Background: an optimization exercise with open tools, aiming at small area. Do not read the settings as production practice.
Only simulation tests tie the RTL to the original design; equivalence was not proved.
Power is estimated from default activity; no workload was simulated.

==> run a <==
==> flow/design.v <==
package bfp_pkg;
  localparam int NUM_LANES      = 32;                  
  localparam int CODES_PER_WORD = 4;                   
  localparam int NUM_CODE_WORDS = NUM_LANES / CODES_PER_WORD;
  localparam logic [7:0] EXP_BIAS_SHIFT = 8'd15;
  localparam logic [31:0] INV_MASK = 32'h2A80_0000;
endpackage
`timescale 1ns/1ps
module sel_or8 (
  input  logic [7:0] d_i,
  input  logic [7:0] s_i,
  output logic       y_o
);
  assign y_o = |(d_i & s_i);
endmodule
module sel_or4 (
  input  logic [3:0] d_i,
  input  logic [3:0] s_i,
  output logic       y_o
);
  assign y_o = |(d_i & s_i);
endmodule
module sel_nor4 (
  input  logic       en_i,
  input  logic [3:0] d_i,
  input  logic [3:0] s_i,
  output logic       y_o
);
  assign y_o = en_i & ~|(d_i & s_i);
endmodule
module aoi222 (
  input  logic [2:0] a_i,
  input  logic [2:0] b_i,
  output logic       y_o
);
  assign y_o = ~|(a_i & b_i);
endmodule
module aoi22 (
  input  logic [1:0] a_i,
  input  logic [1:0] b_i,
  output logic       y_o
);
  assign y_o = ~|(a_i & b_i);
endmodule
module or_n11 (
  input  logic [10:0] n_i,
  output logic        y_o
);
  assign y_o = ~&n_i;
endmodule
module sel_or32 (
  input  logic [31:0] d_i,
  input  logic [31:0] s_i,
  output logic        y_o
);
  logic [10:0] p;   
  for (genvar k = 0; k < 10; k++) begin : g_p
    aoi222 i_aoi (.a_i(d_i[3*k +: 3]), .b_i(s_i[3*k +: 3]), .y_o(p[k]));
  end
  aoi22 i_aoi (.a_i(d_i[31:30]), .b_i(s_i[31:30]), .y_o(p[10]));
  or_n11 i_or (.n_i(p), .y_o(y_o));
endmodule
module dec3 (
  input  logic       en_i,
  input  logic [2:0] a_i,
  output logic [7:0] y_o
);
  always_comb begin
    for (int k = 0; k < 8; k++) y_o[k] = en_i & (a_i == 3'(k));
  end
endmodule
module dec3n (
  input  logic       en_i,
  input  logic       all_i,
  input  logic [2:0] a_i,
  output logic [7:0] y_o
);
  always_comb begin
    for (int k = 0; k < 8; k++) y_o[k] = ~(all_i | (en_i & (a_i == 3'(k))));
  end
endmodule
module dec2n (
  input  logic       en_i,
  input  logic       all_i,
  input  logic [1:0] a_i,
  output logic [3:0] y_o
);
  always_comb begin
    for (int k = 0; k < 4; k++) y_o[k] = ~(all_i | (en_i & (a_i == 2'(k))));
  end
endmodule
`timescale 1ns/1ps
module max_step_top (
  input  logic [31:0] e_i,       
  output logic        m_o,
  output logic [31:0] ncand_o
);
  assign m_o     = |e_i;
  assign ncand_o = ~e_i & {32{m_o}};
endmodule
module max_step_n (
  input  logic [31:0] ncand_i,
  input  logic [31:0] en_i,      
  output logic        m_o,
  output logic [31:0] cand_o
);
  assign m_o    = |(~ncand_i & ~en_i);
  assign cand_o = ~(ncand_i | (en_i & {32{m_o}}));
endmodule
module max_step_p (
  input  logic [31:0] cand_i,
  input  logic [31:0] e_i,       
  output logic        m_o,
  output logic [31:0] ncand_o
);
  assign m_o     = |(cand_i & e_i);
  assign ncand_o = ~(cand_i & (e_i | {32{~m_o}}));
endmodule
module max_step_last (
  input  logic [31:0] ncand_i,
  input  logic [31:0] en_i,      
  output logic        m_o
);
  assign m_o = |(~ncand_i & ~en_i);
endmodule
module shared_exp_calc (
  input  logic [bfp_pkg::NUM_LANES*8-1:0] exps_i,   
  output logic [7:0]                      shared_exp_o
);
  logic [7:0]  max_exp;
  logic [31:0] bits [8];
  logic [31:0] c6, c5, c4, c3, c2, c1, c0;
  always_comb begin
    for (int k = 0; k < 8; k++) begin
      for (int i = 0; i < 32; i++) bits[k][i] = exps_i[8*i + k];
    end
  end
  max_step_top  i_s7 (.e_i(bits[7]),                    .m_o(max_exp[7]), .ncand_o(c6));
  max_step_n    i_s6 (.ncand_i(c6), .en_i(bits[6]),     .m_o(max_exp[6]), .cand_o(c5));
  max_step_p    i_s5 (.cand_i(c5),  .e_i(bits[5]),      .m_o(max_exp[5]), .ncand_o(c4));
  max_step_n    i_s4 (.ncand_i(c4), .en_i(bits[4]),     .m_o(max_exp[4]), .cand_o(c3));
  max_step_p    i_s3 (.cand_i(c3),  .e_i(bits[3]),      .m_o(max_exp[3]), .ncand_o(c2));
  max_step_n    i_s2 (.ncand_i(c2), .en_i(bits[2]),     .m_o(max_exp[2]), .cand_o(c1));
  max_step_p    i_s1 (.cand_i(c1),  .e_i(bits[1]),      .m_o(max_exp[1]), .ncand_o(c0));
  max_step_last i_s0 (.ncand_i(c0), .en_i(bits[0]),     .m_o(max_exp[0]));
  assign shared_exp_o = (max_exp[7:4] != 4'd0) ? (max_exp - bfp_pkg::EXP_BIAS_SHIFT) : 8'd0;
endmodule
`timescale 1ns/1ps
module lane_quantizer (
  input  logic [12:0] lane_i,         
  input  logic [7:0]  shared_exp_i,
  input  logic [7:0]  floor_i,        
  output logic        keep_o,
  output logic [7:0]  code_o
);
  logic       sign;
  logic [7:0] exp;
  logic [3:0] frac;
  logic       below;
  logic [2:0] man;
  logic [3:0] d;
  assign {sign, exp, frac} = lane_i ^ bfp_pkg::INV_MASK[31:19];
  always_comb begin
    below = 1'b0;
    for (int k = 0; k < 8; k++) begin
      below = (~exp[k] & floor_i[k]) | (~exp[k] & below) | (floor_i[k] & below);
    end
  end
  assign keep_o = ~below;
  assign man = (frac[3:1] == 3'd7) ? 3'd7 : (frac[3:1] + {2'b00, frac[0]});
  always_comb begin
    logic b;
    b = 1'b0;
    for (int k = 0; k < 4; k++) begin
      d[k] = exp[k] ^ shared_exp_i[k] ^ b;
      b    = (~exp[k] & shared_exp_i[k]) | (~exp[k] & b) | (shared_exp_i[k] & b);
    end
  end
  assign code_o = {sign, d, man};
endmodule
`timescale 1ns/1ps
module bfp_quant_top (
  input  logic        clk_i,
  input  logic        rst_n_i,
  input  logic        wb_cyc_i,
  input  logic        wb_stb_i,
  input  logic        wb_we_i,
  input  logic [5:0]  wb_adr_i,
  input  logic [31:0] wb_dat_i,
  output logic        wb_ack_o,
  output logic [31:0] wb_dat_o
);
  logic           ack_q;
  logic           accept;
  logic           wr;
  logic [31:0]    wdat;
  logic [31:0]    lanes_q [32];
  logic [255:0]   exps;
  logic [7:0]     shared_exp;
  logic [7:0]     shexp_q;
  logic [7:0]     floor_exp;  
  logic [7:0]     hi8_n;      
  logic [7:0]     hi8_en_n;   
  logic [3:0]     lo4_rd;     
  logic [3:0]     lo4_rd_n;   
  logic [3:0]     lo4_wr_n;   
  logic [3:0]     keep;       
  logic [31:0]    code_raw;   
  logic [31:0]    lane_rd;    
  logic [31:0]    lane_en;    
  logic [2:0]     grp;
  logic [7:0]     grp_sel;    
  logic [51:0]    grp_f;      
  logic           code_hit;
  logic           shexp_hit;
  logic [31:0]    code_word;
  logic [31:0]    lane_word;
  logic [31:0]    rd_word;
  logic [31:0]    rd_dat_q;
  assign accept = wb_cyc_i & wb_stb_i & ~ack_q;
  assign wr     = accept & wb_we_i & ~wb_adr_i[5];
  always_ff @(posedge clk_i) begin
    ack_q <= rst_n_i & accept;
  end
  dec3n i_dec_hi  (.en_i(1'b1),         .all_i(1'b0),     .a_i(wb_adr_i[4:2]), .y_o(hi8_n));
  dec3n i_dec_hie (.en_i(1'b1),         .all_i(~rst_n_i), .a_i(wb_adr_i[4:2]), .y_o(hi8_en_n));
  dec2n i_dec_rd  (.en_i(~wb_adr_i[5]), .all_i(1'b0),     .a_i(wb_adr_i[1:0]), .y_o(lo4_rd_n));
  dec2n i_dec_wr  (.en_i(wr),           .all_i(~rst_n_i), .a_i(wb_adr_i[1:0]), .y_o(lo4_wr_n));
  assign lo4_rd = ~lo4_rd_n;
  assign wdat = (wb_dat_i & {32{rst_n_i}}) ^ bfp_pkg::INV_MASK;
  for (genvar i = 0; i < 32; i++) begin : g_lane
    assign lane_en[i] = ~(hi8_en_n[i/4] | lo4_wr_n[i%4]);
    assign lane_rd[i] = ~(hi8_n[i/4] | lo4_rd_n[i%4]);
    always_ff @(posedge clk_i) begin
      if (lane_en[i]) lanes_q[i] <= wdat;   
    end
    assign exps[8*i +: 8] = lanes_q[i][30:23];
  end
  shared_exp_calc i_shared_exp_calc (
    .exps_i       (exps),
    .shared_exp_o (shared_exp)
  );
  always_ff @(posedge clk_i) begin
    shexp_q <= shared_exp;
  end
  assign floor_exp = {shexp_q[7:1], shexp_q[0] | (shexp_q[7:1] == 7'd0)};
  assign code_hit  = wb_adr_i[5] & (wb_adr_i[4:3] == 2'b00) & (wb_adr_i[2:0] != 3'd0)
                   | wb_adr_i[5] & (wb_adr_i[4:0] == 5'd8);
  assign shexp_hit = wb_adr_i == 6'd32;
  assign grp       = wb_adr_i[5] ? (wb_adr_i[2:0] - 3'd1) : wb_adr_i[4:2];
  dec3 i_dec_grp (.en_i(1'b1), .a_i(grp), .y_o(grp_sel));
  for (genvar j = 0; j < 4; j++) begin : g_gl
    for (genvar b = 0; b < 13; b++) begin : g_gb
      logic [7:0] d;
      for (genvar g = 0; g < 8; g++) begin : g_d
        assign d[g] = lanes_q[4*g + j][19 + b];
      end
      sel_or8 i_sel (.d_i(d), .s_i(grp_sel), .y_o(grp_f[13*j + b]));
    end
  end
  for (genvar b = 0; b < 32; b++) begin : g_lw
    if (b >= 19 && bfp_pkg::INV_MASK[b]) begin : g_hin
      sel_nor4 i_sel (
        .en_i (~wb_adr_i[5]),
        .d_i  ({grp_f[39 + b - 19], grp_f[26 + b - 19], grp_f[13 + b - 19], grp_f[b - 19]}),
        .s_i  (lo4_rd),
        .y_o  (lane_word[b])
      );
    end else if (b >= 19) begin : g_hi
      sel_or4 i_sel (
        .d_i ({grp_f[39 + b - 19], grp_f[26 + b - 19], grp_f[13 + b - 19], grp_f[b - 19]}),
        .s_i (lo4_rd),
        .y_o (lane_word[b])
      );
    end else begin : g_lo
      logic [31:0] d;
      for (genvar i = 0; i < 32; i++) begin : g_d
        assign d[i] = lanes_q[i][b];
      end
      sel_or32 i_sel (.d_i(d), .s_i(lane_rd), .y_o(lane_word[b]));
    end
  end
  for (genvar j = 0; j < 4; j++) begin : g_q
    lane_quantizer i_lane_quantizer (
      .lane_i       ({grp_f[13*j + 12], grp_f[13*j + 4 +: 8], grp_f[13*j +: 4]}),
      .shared_exp_i (shexp_q),
      .floor_i      (floor_exp),
      .keep_o       (keep[j]),
      .code_o       (code_raw[8*j +: 8])
    );
    assign code_word[8*j +: 8] = {code_raw[8*j + 7] & code_hit,
                                  code_raw[8*j +: 7] & {7{code_hit & keep[j]}}};
  end
  assign rd_word = lane_word | code_word | {24'd0, shexp_q & {8{shexp_hit}}};
  always_ff @(posedge clk_i) begin
    rd_dat_q <= rd_word;
  end
  assign wb_ack_o = ack_q;
  assign wb_dat_o = rd_dat_q;
endmodule
==> flow/flow/run.sh <==
#!/bin/bash
# The standard layout, with a leaner clock tree (larger sink clusters driven by
# clkbuf_16, no dummy loads) and power recovery after global routing, which
# downsizes gates off the critical paths.
set -euo pipefail
export CTS_ARGS="-sink_clustering_enable -repair_clock_nets -dont_use_dummy_load -sink_buffer_max_cap_derate 1.0 -sink_clustering_max_diameter 200 -sink_clustering_size 20 -buf_list sky130_fd_sc_hd__clkbuf_16"
export RECOVER_POWER=100
bash standard.sh > standard.log 2>&1
==> flow/standard.sh <==
#!/bin/bash
# synth_recipe.tcl (not shown) runs the flow's synth.tcl, then flattens the netlist and writes it again
# the make line also repeats each setting of config.mk as NAME=value (left out here)
make -C /OpenROAD-flow-scripts/flow DESIGN_CONFIG=/design/flow/config.mk WORK_HOME=/design/flow/orfs CLKGATE_MAP_FILE= SYNTH_SCRIPT=/design/flow/synth_recipe.tcl "${@:-finish}"
==> flow/config.mk <==
export PLATFORM = sky130hd
export DESIGN_NAME = bfp_quant_top
export DESIGN_NICKNAME = bfp_quant_top
export VERILOG_FILES = /design/flow/design.v
export SDC_FILE = /design/flow/constraint.sdc
export NUM_CORES = 4
export LEC_CHECK = 0
export CAP_MARGIN = 20
export CORE_MARGIN = 2
export CORE_UTILIZATION = 70
export SLEW_MARGIN = 20
export SYNTH_HIERARCHICAL = 1
export SYNTH_MINIMUM_KEEP_SIZE = 0
==> flow/constraint.sdc <==
create_clock -name core_clock -period 14.0 [get_ports {clk_i}]
set_input_delay 2.8000 -clock core_clock [delete_from_list [all_inputs] [get_ports {clk_i}]]
set_output_delay 2.8000 -clock core_clock [all_outputs]
set_load 0.01 [all_outputs]
==> inputs of run b, as changes to run a <==
==> flow/design.v, changed modules only <==
module any_pp (
  input  logic [31:0] c_i,
  input  logic [31:0] e_i,
  output logic        m_o
);
  assign m_o = |(c_i & e_i);
endmodule
module any_nn (
  input  logic [31:0] c_i,
  input  logic [31:0] e_i,
  output logic        m_o
);
  assign m_o = |(~c_i & ~e_i);
endmodule
module any32 (
  input  logic [31:0] e_i,
  output logic        m_o
);
  assign m_o = |e_i;
endmodule
module gate_o21ai (
  input  logic a1_i,
  input  logic a2_i,
  input  logic b1_i,
  output logic y_o
);
  assign y_o = ~((a1_i | a2_i) & b1_i);
endmodule
module gate_nor2 (
  input  logic a_i,
  input  logic b_i,
  output logic y_o
);
  assign y_o = ~(a_i | b_i);
endmodule
module max_step_top (
  input  logic [31:0] e_i,       
  output logic        m_o,
  output logic [31:0] ncand_o
);
  any32 i_any (.e_i(e_i), .m_o(m_o));
  for (genvar i = 0; i < 32; i++) begin : g_c
    gate_nor2 i_g (.a_i(e_i[i]), .b_i(~m_o), .y_o(ncand_o[i]));
  end
endmodule
module max_step_p (
  input  logic [31:0] cand_i,
  input  logic [31:0] e_i,       
  output logic        m_o,
  output logic [31:0] ncand_o
);
  any_pp i_any (.c_i(cand_i), .e_i(e_i), .m_o(m_o));
  for (genvar i = 0; i < 32; i++) begin : g_c
    gate_o21ai i_g (.a1_i(e_i[i]), .a2_i(~m_o), .b1_i(cand_i[i]), .y_o(ncand_o[i]));
  end
endmodule
module max_step_last (
  input  logic [31:0] ncand_i,
  input  logic [31:0] en_i,      
  output logic        m_o
);
  any_nn i_any (.c_i(ncand_i), .e_i(en_i), .m_o(m_o));
endmodule
==> flow/flow/run.sh (replaced) <==
#!/bin/bash
# The standard synthesis, its combinational logic re-mapped for area (the
# flip-flops are kept as they are), then the standard layout with a leaner
# clock tree (larger sink clusters driven by clkbuf_16, no dummy loads) and the
# smallest buffer on each port.
set -euo pipefail
export CTS_ARGS="-sink_clustering_enable -repair_clock_nets -dont_use_dummy_load -sink_buffer_max_cap_derate 1.0 -sink_clustering_max_diameter 200 -sink_clustering_size 25 -buf_list sky130_fd_sc_hd__clkbuf_16"
export BUFFER_PORTS_ARGS="-buffer_cell sky130_fd_sc_hd__buf_1"
R=orfs/results/${FLOW_PLATFORM}/bfp_quant_top/base
LIB=${FLOW_HOME}/platforms/${FLOW_PLATFORM}/lib/sky130_fd_sc_hd__tt_025C_1v80.lib
YOSYS=${FLOW_HOME}/../tools/install/yosys/bin/yosys
bash standard.sh synth > synth.log 2>&1
cp ${R}/1_2_yosys.v standard_synth.v
sed -e "s#@LIB@#${LIB}#g" -e "s#@IN@#standard_synth.v#" -e "s#@OUT@#remapped.v#" \
    -e "s#@ABC@#$(pwd)/flow/remap.abc#" -e "s#@CONSTR@#$(pwd)/flow/remap.constr#" flow/remap.ys.in > remap.ys
${YOSYS} -s remap.ys > remap.log 2>&1
cp remapped.v ${R}/1_2_yosys.v
rm -f ${R}/1_synth.odb ${R}/1_synth.sdc
bash standard.sh > standard.log 2>&1
==> flow/flow/remap.abc (new file) <==
strash
&get -n
&dch -f
&nf -R 1000 -p
&put
topo
stime -c
buffer -c
upsize -c
dnsize -c
==> flow/flow/remap.constr (new file) <==
set_driving_cell sky130_fd_sc_hd__buf_1
set_load 5
==> flow/flow/remap.ys.in (new file) <==
# Re-map the combinational logic of the standard synthesis for area. The
# flip-flops are kept as they are, with their names and cell types.
read_liberty -ignore_miss_func @LIB@
read_verilog @IN@
hierarchy -top bfp_quant_top
select -module sky130_fd_sc_hd__edfxtp_1
setattr -mod -set keep_hierarchy 1
select -clear
select -module sky130_fd_sc_hd__dfxtp_1
setattr -mod -set keep_hierarchy 1
select -clear
flatten
opt_clean -purge
abc -liberty @LIB@ -dont_use sky130_fd_sc_hd__probe_p_8 -dont_use sky130_fd_sc_hd__probec_p_8 -dont_use sky130_fd_sc_hd__lpflow_bleeder_1 -dont_use sky130_fd_sc_hd__lpflow_clkbufkapwr_1 -dont_use sky130_fd_sc_hd__lpflow_clkbufkapwr_16 -dont_use sky130_fd_sc_hd__lpflow_clkbufkapwr_2 -dont_use sky130_fd_sc_hd__lpflow_clkbufkapwr_4 -dont_use sky130_fd_sc_hd__lpflow_clkbufkapwr_8 -dont_use sky130_fd_sc_hd__lpflow_clkinvkapwr_1 -dont_use sky130_fd_sc_hd__lpflow_clkinvkapwr_16 -dont_use sky130_fd_sc_hd__lpflow_clkinvkapwr_2 -dont_use sky130_fd_sc_hd__lpflow_clkinvkapwr_4 -dont_use sky130_fd_sc_hd__lpflow_clkinvkapwr_8 -dont_use sky130_fd_sc_hd__lpflow_decapkapwr_12 -dont_use sky130_fd_sc_hd__lpflow_decapkapwr_3 -dont_use sky130_fd_sc_hd__lpflow_decapkapwr_4 -dont_use sky130_fd_sc_hd__lpflow_decapkapwr_6 -dont_use sky130_fd_sc_hd__lpflow_decapkapwr_8 -dont_use sky130_fd_sc_hd__lpflow_inputiso0n_1 -dont_use sky130_fd_sc_hd__lpflow_inputiso0p_1 -dont_use sky130_fd_sc_hd__lpflow_inputiso1n_1 -dont_use sky130_fd_sc_hd__lpflow_inputiso1p_1 -dont_use sky130_fd_sc_hd__lpflow_inputisolatch_1 -dont_use sky130_fd_sc_hd__lpflow_isobufsrc_1 -dont_use sky130_fd_sc_hd__lpflow_isobufsrc_16 -dont_use sky130_fd_sc_hd__lpflow_isobufsrc_2 -dont_use sky130_fd_sc_hd__lpflow_isobufsrc_4 -dont_use sky130_fd_sc_hd__lpflow_isobufsrc_8 -dont_use sky130_fd_sc_hd__lpflow_isobufsrckapwr_16 -dont_use sky130_fd_sc_hd__lpflow_lsbuf_lh_hl_isowell_tap_1 -dont_use sky130_fd_sc_hd__lpflow_lsbuf_lh_hl_isowell_tap_2 -dont_use sky130_fd_sc_hd__lpflow_lsbuf_lh_hl_isowell_tap_4 -dont_use sky130_fd_sc_hd__lpflow_lsbuf_lh_isowell_4 -dont_use sky130_fd_sc_hd__lpflow_lsbuf_lh_isowell_tap_1 -dont_use sky130_fd_sc_hd__lpflow_lsbuf_lh_isowell_tap_2 -dont_use sky130_fd_sc_hd__lpflow_lsbuf_lh_isowell_tap_4  -script @ABC@ -constr @CONSTR@
opt_clean -purge
hilomap -singleton -hicell sky130_fd_sc_hd__conb_1 HI -locell sky130_fd_sc_hd__conb_1 LO
setundef -zero
splitnets
opt_clean -purge
select bfp_quant_top
stat -liberty @LIB@
write_verilog -noattr -nohex -nodec -selected @OUT@
- CORE_UTILIZATION: 70 -> 60
- SETUP_SLACK_MARGIN: not set -> 1.5
==> inputs of run c, as changes to run a <==
==> flow/design.v, changed modules only <==
module any_pp (
  input  logic [31:0] c_i,
  input  logic [31:0] e_i,
  output logic        m_o
);
  assign m_o = |(c_i & e_i);
endmodule
module any_nn (
  input  logic [31:0] c_i,
  input  logic [31:0] e_i,
  output logic        m_o
);
  assign m_o = |(~c_i & ~e_i);
endmodule
module any32 (
  input  logic [31:0] e_i,
  output logic        m_o
);
  assign m_o = |e_i;
endmodule
module gate_o21ai (
  input  logic a1_i,
  input  logic a2_i,
  input  logic b1_i,
  output logic y_o
);
  assign y_o = ~((a1_i | a2_i) & b1_i);
endmodule
module gate_nor2 (
  input  logic a_i,
  input  logic b_i,
  output logic y_o
);
  assign y_o = ~(a_i | b_i);
endmodule
module max_step_top (
  input  logic [31:0] e_i,       
  output logic        m_o,
  output logic [31:0] ncand_o
);
  any32 i_any (.e_i(e_i), .m_o(m_o));
  for (genvar i = 0; i < 32; i++) begin : g_c
    gate_nor2 i_g (.a_i(e_i[i]), .b_i(~m_o), .y_o(ncand_o[i]));
  end
endmodule
module max_step_p (
  input  logic [31:0] cand_i,
  input  logic [31:0] e_i,       
  output logic        m_o,
  output logic [31:0] ncand_o
);
  any_pp i_any (.c_i(cand_i), .e_i(e_i), .m_o(m_o));
  for (genvar i = 0; i < 32; i++) begin : g_c
    gate_o21ai i_g (.a1_i(e_i[i]), .a2_i(~m_o), .b1_i(cand_i[i]), .y_o(ncand_o[i]));
  end
endmodule
module max_step_last (
  input  logic [31:0] ncand_i,
  input  logic [31:0] en_i,      
  output logic        m_o
);
  any_nn i_any (.c_i(ncand_i), .e_i(en_i), .m_o(m_o));
endmodule
==> flow/flow/run.sh (replaced) <==
#!/bin/bash
# The standard layout, with a leaner clock tree (larger sink clusters driven by
# clkbuf_16, no dummy loads) and the smallest buffer on each port.
set -euo pipefail
export CTS_ARGS="-sink_clustering_enable -repair_clock_nets -dont_use_dummy_load -sink_buffer_max_cap_derate 1.0 -sink_clustering_max_diameter 200 -sink_clustering_size 25 -buf_list sky130_fd_sc_hd__clkbuf_16"
export BUFFER_PORTS_ARGS="-buffer_cell sky130_fd_sc_hd__buf_1"
bash standard.sh > standard.log 2>&1
- SETUP_SLACK_MARGIN: not set -> 1.5
==> metrics.md <==
| Metric | Value |
|---|---|
| Row count | `96` |
| Relative slew slack | `22.3%` |
| TritonCTS Buffers | `48` |
| CLK BUF | `48` |
| PnR Total Power | `0.00636 W` |
| M1 wire length | `48.4 mm` |
| DR iter-0 viols | `5813` |
| DP HPWL | `90.2 mm` |
| Status | `complete, no violations` |
| Area after DPL | `43100 sq um` |
(the above is from run b)
==> metrics.md <==
| Metric | Value |
|---|---|
| PnR Total Power | `0.00655 W` |
| Relative slew slack | `-152%` |
| Violated Checks | `max-capacitance violations, max-slew violations` |
| M1 wire length | `43.7 mm` |
| DP HPWL | `84.0 mm` |
| Row count | `89` |
| Max cap viols | `79` |
| Area after DPL | `44000 sq um` |
| Pins Over Slew Limit | `1967` |
| Status | `failed layout checks` |
(the above is from run a)
==> metrics.md <==
| Metric | Value |
|---|---|
| Status | `complete, no violations` |
| PnR Total Power | `0.00630 W` |
| Area after DPL | `43300 sq um` |
| Relative slew slack | `22.2%` |
| DR iter-0 viols | `5970` |
| Top cell category | `flip-flops and latches` |
| DP HPWL | `79.9 mm` |
| CLK BUF | `48` |
| Row count | `89` |
| Multiplexer share of the synthesized area | `0%` |
| M1 wire length | `41.6 mm` |
(the above is from run c)

[what the ideal ports hide]
The flow's constraints put no driver on any port. The routed layouts listed below were extracted and timed again, unchanged, in two steps.
Step 1 (the two cells are an assumption about what drives the block):
set clk [get_ports {clk_i}]
set_driving_cell -lib_cell sky130_fd_sc_hd__clkbuf_16 $clk
set_driving_cell -lib_cell sky130_fd_sc_hd__buf_2 [delete_from_list [all_inputs] $clk]
Step 2, shift: input delay + t, output delay - t, t = (earliest + latest rising clock arrival at the registers) / 2. This alone moves slack from input paths to output paths.
a / b / c = ideal / step 1 / step 2; a / b = the first two.
run	t (ns)	setup slack, ns	latest minus earliest clock arrival (ns)	slew at the worst register clock pin (ns)
run a	0.706	0.605 / 0.605 / 0.605	0.097 / 0.097	0.10 / 0.10
run b	0.701	2.422 / 2.422 / 2.422	0.071 / 0.072	0.12 / 0.12
run c	0.695	1.727 / 1.727 / 1.727	0.052 / 0.053	0.10 / 0.10
